From an optimization exercise on the open Yosys and OpenROAD flow, aimed at small area, a short achievable clock period and few clock cycles per item; shortcuts taken in it are not production practice. No activity file was given, so power comes from the tool's default toggle rates.

==> job 1668 <==
==> flow/design.v (excerpt) <==
module sorted_leaf_entry_table
#(
  parameter int CAPACITY = 16
) (
  input  logic                      clk,
  input  logic                      rst_n,
  input  logic                      in_valid,
  output logic                      in_ready,
  input  logic [1:0]                in_func,
  input  logic signed [slet_pkg::FIELD_W-1:0] in_key,
  input  logic signed [slet_pkg::FIELD_W-1:0] in_rec_page,
  input  logic signed [slet_pkg::FIELD_W-1:0] in_rec_slot,
  input  logic [slet_pkg::SMALL_W-1:0]        in_position,
  input  logic signed [slet_pkg::FIELD_W-1:0] in_link_in,
  output logic                      out_valid,
  input  logic                      out_ready,
  output logic [2:0]                out_status,
  output logic [slet_pkg::SMALL_W-1:0]        out_found_position,
  output logic signed [slet_pkg::FIELD_W-1:0] out_key_out,
  output logic signed [slet_pkg::FIELD_W-1:0] out_page_out,
  output logic signed [slet_pkg::FIELD_W-1:0] out_slot_out,
  output logic [slet_pkg::SMALL_W-1:0]        out_entry_count,
  output logic signed [slet_pkg::FIELD_W-1:0] out_link_out
);
  localparam int CW = $clog2(CAPACITY + 1);
  localparam int EW = 3 * slet_pkg::FIELD_W;
  logic adv;       
  logic accept;
  logic [CW-1:0]                       count_r;    
  logic [CAPACITY-1:0]                 vmask_r;    
  logic signed [slet_pkg::FIELD_W-1:0] link_r;     
  logic                                r2_v;
  logic [1:0]                          r2_func;
  logic                                r2_ins;       
  ...
make LEC_CHECK=0 CAP_MARGIN=20 CORE_MARGIN=2 CORE_UTILIZATION=45 CTS_BUF_LIST='sky130_fd_sc_hd__clkbuf_8 sky130_fd_sc_hd__clkbuf_16' CTS_CLUSTER_DIAMETER=60 CTS_CLUSTER_SIZE=30 PLACE_DENSITY=0.55 SETUP_SLACK_MARGIN=3.0 SLEW_MARGIN=20 finish   # period 6.0 ns
run.sh (not shown) runs the stock make flow with config.mk's settings and CLKGATE_MAP_FILE= SYNTH_SCRIPT=/design/flow/synth_recipe.tcl, a recipe that flattens the netlist after the stock synthesis.
==> job 4383 (differences from job 1668) <==
==> flow/design.v (replaced) <==
package slet_pkg;
  localparam int FIELD_W = 32;
  localparam int SMALL_W = 7;
  typedef enum logic [1:0] {
    FN_INSERT   = 2'd0,
    FN_LOCATE   = 2'd1,
    FN_READ     = 2'd2,
    FN_SET_LINK = 2'd3
  } func_t;
  typedef enum logic [2:0] {
    ST_OK        = 3'd0,
    ST_FULL      = 3'd1,
    ST_NOT_FOUND = 3'd2,
    ST_BAD_POS   = 3'd3,
    ST_BAD_LINK  = 3'd4
  } status_t;
  typedef struct packed {
    logic signed [FIELD_W-1:0] key;
    logic signed [FIELD_W-1:0] page;
    logic signed [FIELD_W-1:0] slot;
  } entry_t;
  typedef struct packed {
    logic gt;    
    logic ge;    
  } cell_flags_t;
endpackage
module slet_cell
(
  input  logic                                clk,
  input  logic                                valid,      
  input  logic                                wr_en,      
  input  slet_pkg::entry_t                    new_entry,
  input  logic signed [slet_pkg::FIELD_W-1:0] probe_key,
  input  logic                                cmp_le,     
  output logic                                below,      
  input  logic                                rank_wr,    
  input  logic [3:0]                          new_rank,
  input  logic                                rank_inc,   
  output logic [15:0]                         rank_dec,   
  input  logic [3:0]                          rd_rank,
  input  logic                                rd_en,
  output slet_pkg::entry_t                    rd_entry    
);
  slet_pkg::entry_t entry_r;
  logic [3:0]       rank_r;
  assign below = valid && ((entry_r.key < probe_key) || (cmp_le && (entry_r.key == probe_key)));
  always_ff @(posedge clk) begin
    if (wr_en) entry_r <= new_entry;
  end
  always_ff @(posedge clk) begin
    if (rank_wr)       rank_r <= new_rank;
    else if (rank_inc) rank_r <= rank_r + 4'd1;
  end
  always_comb begin
    rank_dec = '0;
    rank_dec[rank_r] = 1'b1;
  end
  assign rd_entry = (rd_en && valid && (rank_r == rd_rank)) ? entry_r : '0;
endmodule
module sorted_leaf_entry_table
#(
  parameter int CAPACITY = 16
) (
  input  logic                      clk,
  input  logic                      rst_n,
  input  logic                      in_valid,
  output logic                      in_ready,
  input  logic [1:0]                in_func,
  input  logic signed [slet_pkg::FIELD_W-1:0] in_key,
  input  logic signed [slet_pkg::FIELD_W-1:0] in_rec_page,
  input  logic signed [slet_pkg::FIELD_W-1:0] in_rec_slot,
  input  logic [slet_pkg::SMALL_W-1:0]        in_position,
  input  logic signed [slet_pkg::FIELD_W-1:0] in_link_in,
  output logic                      out_valid,
  input  logic                      out_ready,
  output logic [2:0]                out_status,
  output logic [slet_pkg::SMALL_W-1:0]        out_found_position,
  output logic signed [slet_pkg::FIELD_W-1:0] out_key_out,
  output logic signed [slet_pkg::FIELD_W-1:0] out_page_out,
  output logic signed [slet_pkg::FIELD_W-1:0] out_slot_out,
  output logic [slet_pkg::SMALL_W-1:0]        out_entry_count,
  output logic signed [slet_pkg::FIELD_W-1:0] out_link_out
);
  localparam int CW = $clog2(CAPACITY + 1);
  localparam int EW = 3 * slet_pkg::FIELD_W;
  logic adv;       
  logic accept;
  logic [CAPACITY:0]                   alloc_r;    
  logic [CW-1:0]                       count_r;    
  logic [CAPACITY-1:0]                 vmask_r;    
  logic signed [slet_pkg::FIELD_W-1:0] link_r;     
  logic                                r1_v;
  logic [1:0]                          r1_func;
  logic signed [slet_pkg::FIELD_W-1:0] r1_key, r1_link;
  logic [slet_pkg::SMALL_W-1:0]        r1_pos;
  logic                                r2_v;
  logic [1:0]                          r2_func;
  logic                                r2_ins;       
  logic                                r2_bad;       
  logic [CAPACITY-1:0]                 r2_below;
  logic [3:0]                          r2_rd_rank;
  logic                                r2_rd_en;
  logic                                out_v;
  slet_pkg::status_t                   status_r;
  logic [CW-1:0]                       found_r;
  logic [EW-1:0]                       rd_r;
  logic [CW-1:0]                       ocount_r;
  logic signed [slet_pkg::FIELD_W-1:0] olink_r;
  assign adv      = !out_v || out_ready;
  assign in_ready = adv;
  assign accept   = in_valid && adv;
  logic                         full, ins1, rd_ok1, link_bad1;
  logic [slet_pkg::SMALL_W-1:0] pos_m1;
  logic [CAPACITY-1:0]          below;
  slet_pkg::entry_t             new_entry;
  assign full      = vmask_r[CAPACITY-1];
  assign ins1      = (r1_func == slet_pkg::FN_INSERT) && !full;
  assign pos_m1    = r1_pos - slet_pkg::SMALL_W'(1);
  assign rd_ok1    = (r1_pos != '0) && (r1_pos <= slet_pkg::SMALL_W'(count_r));
  assign link_bad1 = r1_link[slet_pkg::FIELD_W-1] && !(&r1_link[slet_pkg::FIELD_W-2:0]);
  assign new_entry.key  = in_key;
  assign new_entry.page = in_rec_page;
  assign new_entry.slot = in_rec_slot;
  logic [CAPACITY-1:0]               top;         
  logic [CAPACITY-1:0][CAPACITY-1:0] rank_dec;    
  logic [CAPACITY-1:0][EW-1:0]       rd_part;
  logic [EW-1:0]                     rd_any;
  logic [CAPACITY-1:0]               pos_below;   
  logic [CAPACITY-1:0]               edge_p;      
  logic [CW-1:0]                     nbelow, found_nxt;
  logic                              ins2, none_above;
  assign ins2 = adv && r2_v && r2_ins;
  assign top  = vmask_r ^ {1'b0, vmask_r[CAPACITY-1:1]};
  for (genvar i = 0; i < CAPACITY; i++) begin : g_cell
    slet_cell u_cell (
      .clk       (clk),
      .valid     (vmask_r[i]),
      .wr_en     (alloc_r[i]),
      .new_entry (new_entry),
      .probe_key (r1_key),
      .cmp_le    (r1_func == slet_pkg::FN_INSERT),
      .below     (below[i]),
      .rank_wr   (ins2 && top[i]),
      .new_rank  (nbelow[3:0]),
      .rank_inc  (ins2 && vmask_r[i] && !top[i] && !r2_below[i]),
      .rank_dec  (rank_dec[i]),
      .rd_rank   (r2_rd_rank),
      .rd_en     (r2_rd_en),
      .rd_entry  (rd_part[i])
    );
  end
  always_comb begin
    pos_below = '0;
    for (int p = 0; p < CAPACITY; p++)
      for (int i = 0; i < CAPACITY; i++)
        pos_below[p] = pos_below[p] | (r2_below[i] && rank_dec[i][p]);
  end
  assign edge_p = pos_below & ~{1'b0, pos_below[CAPACITY-1:1]};
  always_comb begin
    nbelow = '0;
    for (int p = 0; p < CAPACITY; p++)
      if (edge_p[p]) nbelow = nbelow | CW'(p + 1);
  end
  always_comb begin
    found_nxt = pos_below[0] ? '0 : CW'(1);
    for (int p = 0; p < CAPACITY - 1; p++)
      if (edge_p[p]) found_nxt = found_nxt | CW'(p + 2);
  end
  assign none_above = &(r2_below | ~vmask_r);
  always_comb begin
    rd_any = '0;
    for (int i = 0; i < CAPACITY; i++) rd_any = rd_any | rd_part[i];
  end
  always_ff @(posedge clk) begin
    if (!rst_n) begin
      r1_v    <= 1'b0;
      r2_v    <= 1'b0;
      out_v   <= 1'b0;
      alloc_r <= (CAPACITY+1)'(1);
      count_r <= '0;
      vmask_r <= '0;
      link_r  <= -32'sd1;
    end else if (adv) begin
      r1_v  <= in_valid;
      r2_v  <= r1_v;
      out_v <= r2_v;
      if (in_valid && in_func == slet_pkg::FN_INSERT && !alloc_r[CAPACITY])
        alloc_r <= {alloc_r[CAPACITY-1:0], 1'b0};
      if (r1_v && ins1) begin
        count_r <= count_r + CW'(1);
        vmask_r <= {vmask_r[CAPACITY-2:0], 1'b1};
      end
      if (r1_v && r1_func == slet_pkg::FN_SET_LINK && !link_bad1) link_r <= r1_link;
    end
  end
  always_ff @(posedge clk) begin
    if (adv) begin
      r1_func <= in_func;
      r1_key  <= in_key;
      r1_pos  <= in_position;
      r1_link <= in_link_in;
      r2_func    <= r1_func;
      r2_ins     <= ins1;
      r2_below   <= below;
      r2_rd_rank <= pos_m1[3:0];
      r2_rd_en   <= (r1_func == slet_pkg::FN_READ) && rd_ok1;
      case (r1_func)
        slet_pkg::FN_INSERT: r2_bad <= full;
        slet_pkg::FN_READ:   r2_bad <= !rd_ok1;
        default:             r2_bad <= link_bad1;
      endcase
      ocount_r <= count_r;
      olink_r  <= link_r;
      found_r  <= (r2_func == slet_pkg::FN_LOCATE && !none_above) ? found_nxt : '0;
      rd_r     <= rd_any;
      case (r2_func)
        slet_pkg::FN_INSERT: status_r <= r2_bad ? slet_pkg::ST_FULL : slet_pkg::ST_OK;
        slet_pkg::FN_LOCATE: status_r <= none_above ? slet_pkg::ST_NOT_FOUND : slet_pkg::ST_OK;
        slet_pkg::FN_READ:   status_r <= r2_bad ? slet_pkg::ST_BAD_POS : slet_pkg::ST_OK;
        default:             status_r <= r2_bad ? slet_pkg::ST_BAD_LINK : slet_pkg::ST_OK;
      endcase
    end
  end
  assign out_valid          = out_v;
  assign out_status         = status_r;
  assign out_found_position = slet_pkg::SMALL_W'(found_r);
  assign {out_key_out, out_page_out, out_slot_out} = rd_r;
  assign out_entry_count    = slet_pkg::SMALL_W'(ocount_r);
  assign out_link_out       = olink_r;
endmodule
==> flow/config.mk (replaced) <==
export PLATFORM = sky130hd
export DESIGN_NAME = sorted_leaf_entry_table
export DESIGN_NICKNAME = sorted_leaf_entry_table
export VERILOG_FILES = /design/flow/design.v
export SDC_FILE = /design/flow/constraint.sdc
export NUM_CORES = 4
export LEC_CHECK = 0
export CAP_MARGIN = 20
export CORE_MARGIN = 2
export CORE_UTILIZATION = 45
export PLACE_DENSITY = 0.55
export SLEW_MARGIN = 20
==> job 2181 (differences from job 1668) <==
--- a/flow/design.v
+++ b/flow/design.v
@@ -86,47 +86,53 @@
   output logic signed [slet_pkg::FIELD_W-1:0] out_slot_out,
   output logic [slet_pkg::SMALL_W-1:0]        out_entry_count,
   output logic signed [slet_pkg::FIELD_W-1:0] out_link_out
 );
   localparam int CW = $clog2(CAPACITY + 1);
   localparam int EW = 3 * slet_pkg::FIELD_W;
   logic adv;       
   logic accept;
+  logic [CAPACITY:0]                   alloc_r;    
   logic [CW-1:0]                       count_r;    
   logic [CAPACITY-1:0]                 vmask_r;    
   logic signed [slet_pkg::FIELD_W-1:0] link_r;     
+  logic                                sk_v;
+  logic [1:0]                          sk_func;
+  logic signed [slet_pkg::FIELD_W-1:0] sk_key, sk_link;
+  logic [slet_pkg::SMALL_W-1:0]        sk_pos;
+  logic                                r1_v;
+  logic [1:0]                          r1_func;
+  logic signed [slet_pkg::FIELD_W-1:0] r1_key, r1_link;
+  logic [slet_pkg::SMALL_W-1:0]        r1_pos;
   logic                                r2_v;
   logic [1:0]                          r2_func;
   logic                                r2_ins;       
   logic                                r2_bad;       
   logic [CAPACITY-1:0]                 r2_below;
   logic [3:0]                          r2_rd_lo, r2_rd_hi;
   logic                                r2_rd_en;
   logic                                out_v;
   slet_pkg::status_t                   status_r;
   logic [CW-1:0]                       found_r;
   logic [EW-1:0]                       rd_r;
   logic [CW-1:0]                       ocount_r;
   logic signed [slet_pkg::FIELD_W-1:0] olink_r;
   assign adv      = !out_v || out_ready;
-  assign in_ready = adv;
-  assign accept   = in_valid && adv;
-  logic                         full, is_ins0, ins0, rd_ok0, link_bad0;
+  assign in_ready = !sk_v;
+  assign accept   = in_valid && !sk_v;
+  logic                         full, ins1, rd_ok1, link_bad1;
   logic [slet_pkg::SMALL_W-1:0] pos_m1;
-  logic [CAPACITY-1:0]          wsel;      
   logic [CAPACITY-1:0]          below;
   slet_pkg::entry_t             new_entry;
   assign full      = vmask_r[CAPACITY-1];
-  assign is_ins0   = (in_func == slet_pkg::FN_INSERT);
-  assign ins0      = is_ins0 && !full;
-  assign pos_m1    = in_position - slet_pkg::SMALL_W'(1);
-  assign rd_ok0    = (in_position != '0) && (in_position <= slet_pkg::SMALL_W'(count_r));
-  assign link_bad0 = in_link_in[slet_pkg::FIELD_W-1] && !(&in_link_in[slet_pkg::FIELD_W-2:0]);
-  assign wsel      = vmask_r ^ {vmask_r[CAPACITY-2:0], 1'b1};
+  assign ins1      = (r1_func == slet_pkg::FN_INSERT) && !full;
+  assign pos_m1    = r1_pos - slet_pkg::SMALL_W'(1);
+  assign rd_ok1    = (r1_pos != '0) && (r1_pos <= slet_pkg::SMALL_W'(count_r));
+  assign link_bad1 = r1_link[slet_pkg::FIELD_W-1] && !(&r1_link[slet_pkg::FIELD_W-2:0]);
   assign new_entry.key  = in_key;
   assign new_entry.page = in_rec_page;
   assign new_entry.slot = in_rec_slot;
   logic [CAPACITY-1:0]               top;         
   logic [CAPACITY-1:0][CAPACITY-1:0] rank_dec;    
   logic [CAPACITY-1:0][EW-1:0]       rd_part;
   logic [EW-1:0]                     rd_any;
   logic [CAPACITY-1:0]               pos_below;   
@@ -135,20 +141,20 @@
   logic [3:0]                        nb_lo, nb_hi;    
   logic                              ins2, none_above;
   assign ins2 = adv && r2_v && r2_ins;
   assign top  = vmask_r ^ {1'b0, vmask_r[CAPACITY-1:1]};
   for (genvar i = 0; i < CAPACITY; i++) begin : g_cell
     slet_cell u_cell (
       .clk       (clk),
       .valid     (vmask_r[i]),
-      .wr_en     (wsel[i]),
+      .wr_en     (alloc_r[i]),
       .new_entry (new_entry),
-      .probe_key (in_key),
-      .cmp_le    (is_ins0),
+      .probe_key (r1_key),
+      .cmp_le    (r1_func == slet_pkg::FN_INSERT),
       .below     (below[i]),
       .rank_wr   (ins2 && top[i]),
       .new_lo    (nb_lo),
       .new_hi    (nb_hi),
       .rank_inc  (ins2 && vmask_r[i] && !top[i] && !r2_below[i]),
       .rank_dec  (rank_dec[i]),
       .rd_lo     (r2_rd_lo),
       .rd_hi     (r2_rd_hi),
@@ -178,43 +184,63 @@
   end
   assign none_above = &(r2_below | ~vmask_r);
   always_comb begin
     rd_any = '0;
     for (int i = 0; i < CAPACITY; i++) rd_any = rd_any | rd_part[i];
   end
   always_ff @(posedge clk) begin
     if (!rst_n) begin
+      sk_v    <= 1'b0;
+      r1_v    <= 1'b0;
       r2_v    <= 1'b0;
       out_v   <= 1'b0;
+      alloc_r <= (CAPACITY+1)'(1);
       count_r <= '0;
       vmask_r <= '0;
       link_r  <= -32'sd1;
-    end else if (adv) begin
-      r2_v  <= in_valid;
+    end else begin
+      if (accept && in_func == slet_pkg::FN_INSERT && !alloc_r[CAPACITY])
+        alloc_r <= {alloc_r[CAPACITY-1:0], 1'b0};
+      if (adv)         sk_v <= 1'b0;
+      else if (accept) sk_v <= 1'b1;
+    end
+    if (rst_n && adv) begin
+      r1_v  <= sk_v || in_valid;
+      r2_v  <= r1_v;
       out_v <= r2_v;
-      if (in_valid && ins0) begin
+      if (r1_v && ins1) begin
         count_r <= count_r + CW'(1);
         vmask_r <= {vmask_r[CAPACITY-2:0], 1'b1};
       end
-      if (in_valid && in_func == slet_pkg::FN_SET_LINK && !link_bad0) link_r <= in_link_in;
-    end
-  end
-  always_ff @(posedge clk) begin
+      if (r1_v && r1_func == slet_pkg::FN_SET_LINK && !link_bad1) link_r <= r1_link;
+    end
+  end
+  always_ff @(posedge clk) begin
+    if (!sk_v) begin
+      sk_func <= in_func;
+      sk_key  <= in_key;
+      sk_pos  <= in_position;
+      sk_link <= in_link_in;
+    end
     if (adv) begin
-      r2_func    <= in_func;
-      r2_ins     <= ins0;
+      r1_func <= sk_v ? sk_func : in_func;
+      r1_key  <= sk_v ? sk_key  : in_key;
+      r1_pos  <= sk_v ? sk_pos  : in_position;
+      r1_link <= sk_v ? sk_link : in_link_in;
+      r2_func    <= r1_func;
+      r2_ins     <= ins1;
       r2_below   <= below;
       r2_rd_lo   <= 4'b0001 << pos_m1[1:0];
       r2_rd_hi   <= 4'b0001 << pos_m1[3:2];
-      r2_rd_en   <= (in_func == slet_pkg::FN_READ) && rd_ok0;
-      case (in_func)
+      r2_rd_en   <= (r1_func == slet_pkg::FN_READ) && rd_ok1;
+      case (r1_func)
         slet_pkg::FN_INSERT: r2_bad <= full;
-        slet_pkg::FN_READ:   r2_bad <= !rd_ok0;
-        default:             r2_bad <= link_bad0;
+        slet_pkg::FN_READ:   r2_bad <= !rd_ok1;
+        default:             r2_bad <= link_bad1;
       endcase
       ocount_r <= count_r;
       olink_r  <= link_r;
       found_r  <= (r2_func == slet_pkg::FN_LOCATE && !none_above) ? found_nxt : '0;
       rd_r     <= rd_any;
       case (r2_func)
         slet_pkg::FN_INSERT: status_r <= r2_bad ? slet_pkg::ST_FULL : slet_pkg::ST_OK;
         slet_pkg::FN_LOCATE: status_r <= none_above ? slet_pkg::ST_NOT_FOUND : slet_pkg::ST_OK;
==> flow/config.mk (replaced) <==
export PLATFORM = sky130hd
export DESIGN_NAME = sorted_leaf_entry_table
export DESIGN_NICKNAME = sorted_leaf_entry_table
export VERILOG_FILES = /design/flow/design.v
export SDC_FILE = /design/flow/constraint.sdc
export NUM_CORES = 4
export LEC_CHECK = 0
export CAP_MARGIN = 20
export CORE_MARGIN = 2
export CORE_UTILIZATION = 45
export PLACE_DENSITY = 0.55
export SETUP_SLACK_MARGIN = 3.0
export SLEW_MARGIN = 20
==> summary of the runs <==
- Job 2181 completed with no timing, DRC or antenna violations. Job 1668 completed with no timing, DRC or antenna violations. Job 4383 produced a clean layout.
- Of job 1668 and job 2181, job 2181 has the higher final cell count (gap 7.3%, measured against job 2181).
- In job 4383 the maximum frequency is lower than in job 2181, by about 36%.
- Of job 1668 and job 4383, job 4383 has the higher clock skew (gap 0.054 ns).
- Critical path depth, highest first: job 1668, job 4383, job 2181.
- In job 2181 the global-route usage is lower than in job 1668, by 1.1 points.
- Count of clock-buffer cells in the layout, highest first: job 2181, job 4383, job 1668.
- Combinational power: job 4383 is lower than job 2181 (about 43%).
- The lowest wire length belongs to job 1668, the highest to job 4383.
No run of this note included a check of the RTL's function; only the layout flow was run.

## port drivers added, routing unchanged
In the flow no input, the clock included, has a driving cell. The finished layouts below were timed again as built, in two steps.
Step 1 sets driving cells, clkbuf_16 on the clock port and buf_2 on the other inputs (assumed; they add their load-dependent delay and slew).
Step 2 moves the port delays by t, midway between the first and last clock arrival at a register: inputs arrive t later, outputs are due t later. That takes back most of the time a late clock gives input paths.
Slacks: ideal ports / drivers / drivers and shift; pairs: ideal ports / drivers.
| run | shift t [ns] | setup WS [ns] | clock arrival spread, ns |
|---|---|---|---|
| job 1668 | 0.922 | 2.792 / 2.783 / 1.860 | 0.057 / 0.057 |
| job 4383 | 0.926 | 0.760 / 0.760 / 0.760 | 0.101 / 0.100 |
| job 2181 | 0.970 | 2.621 / 2.621 / 2.138 | 0.072 / 0.072 |
After both steps every run listed still meets setup and hold. The setup slack of job 1668, which loses most, moves by -0.009 ns with the drivers and by -0.932 ns with both steps.
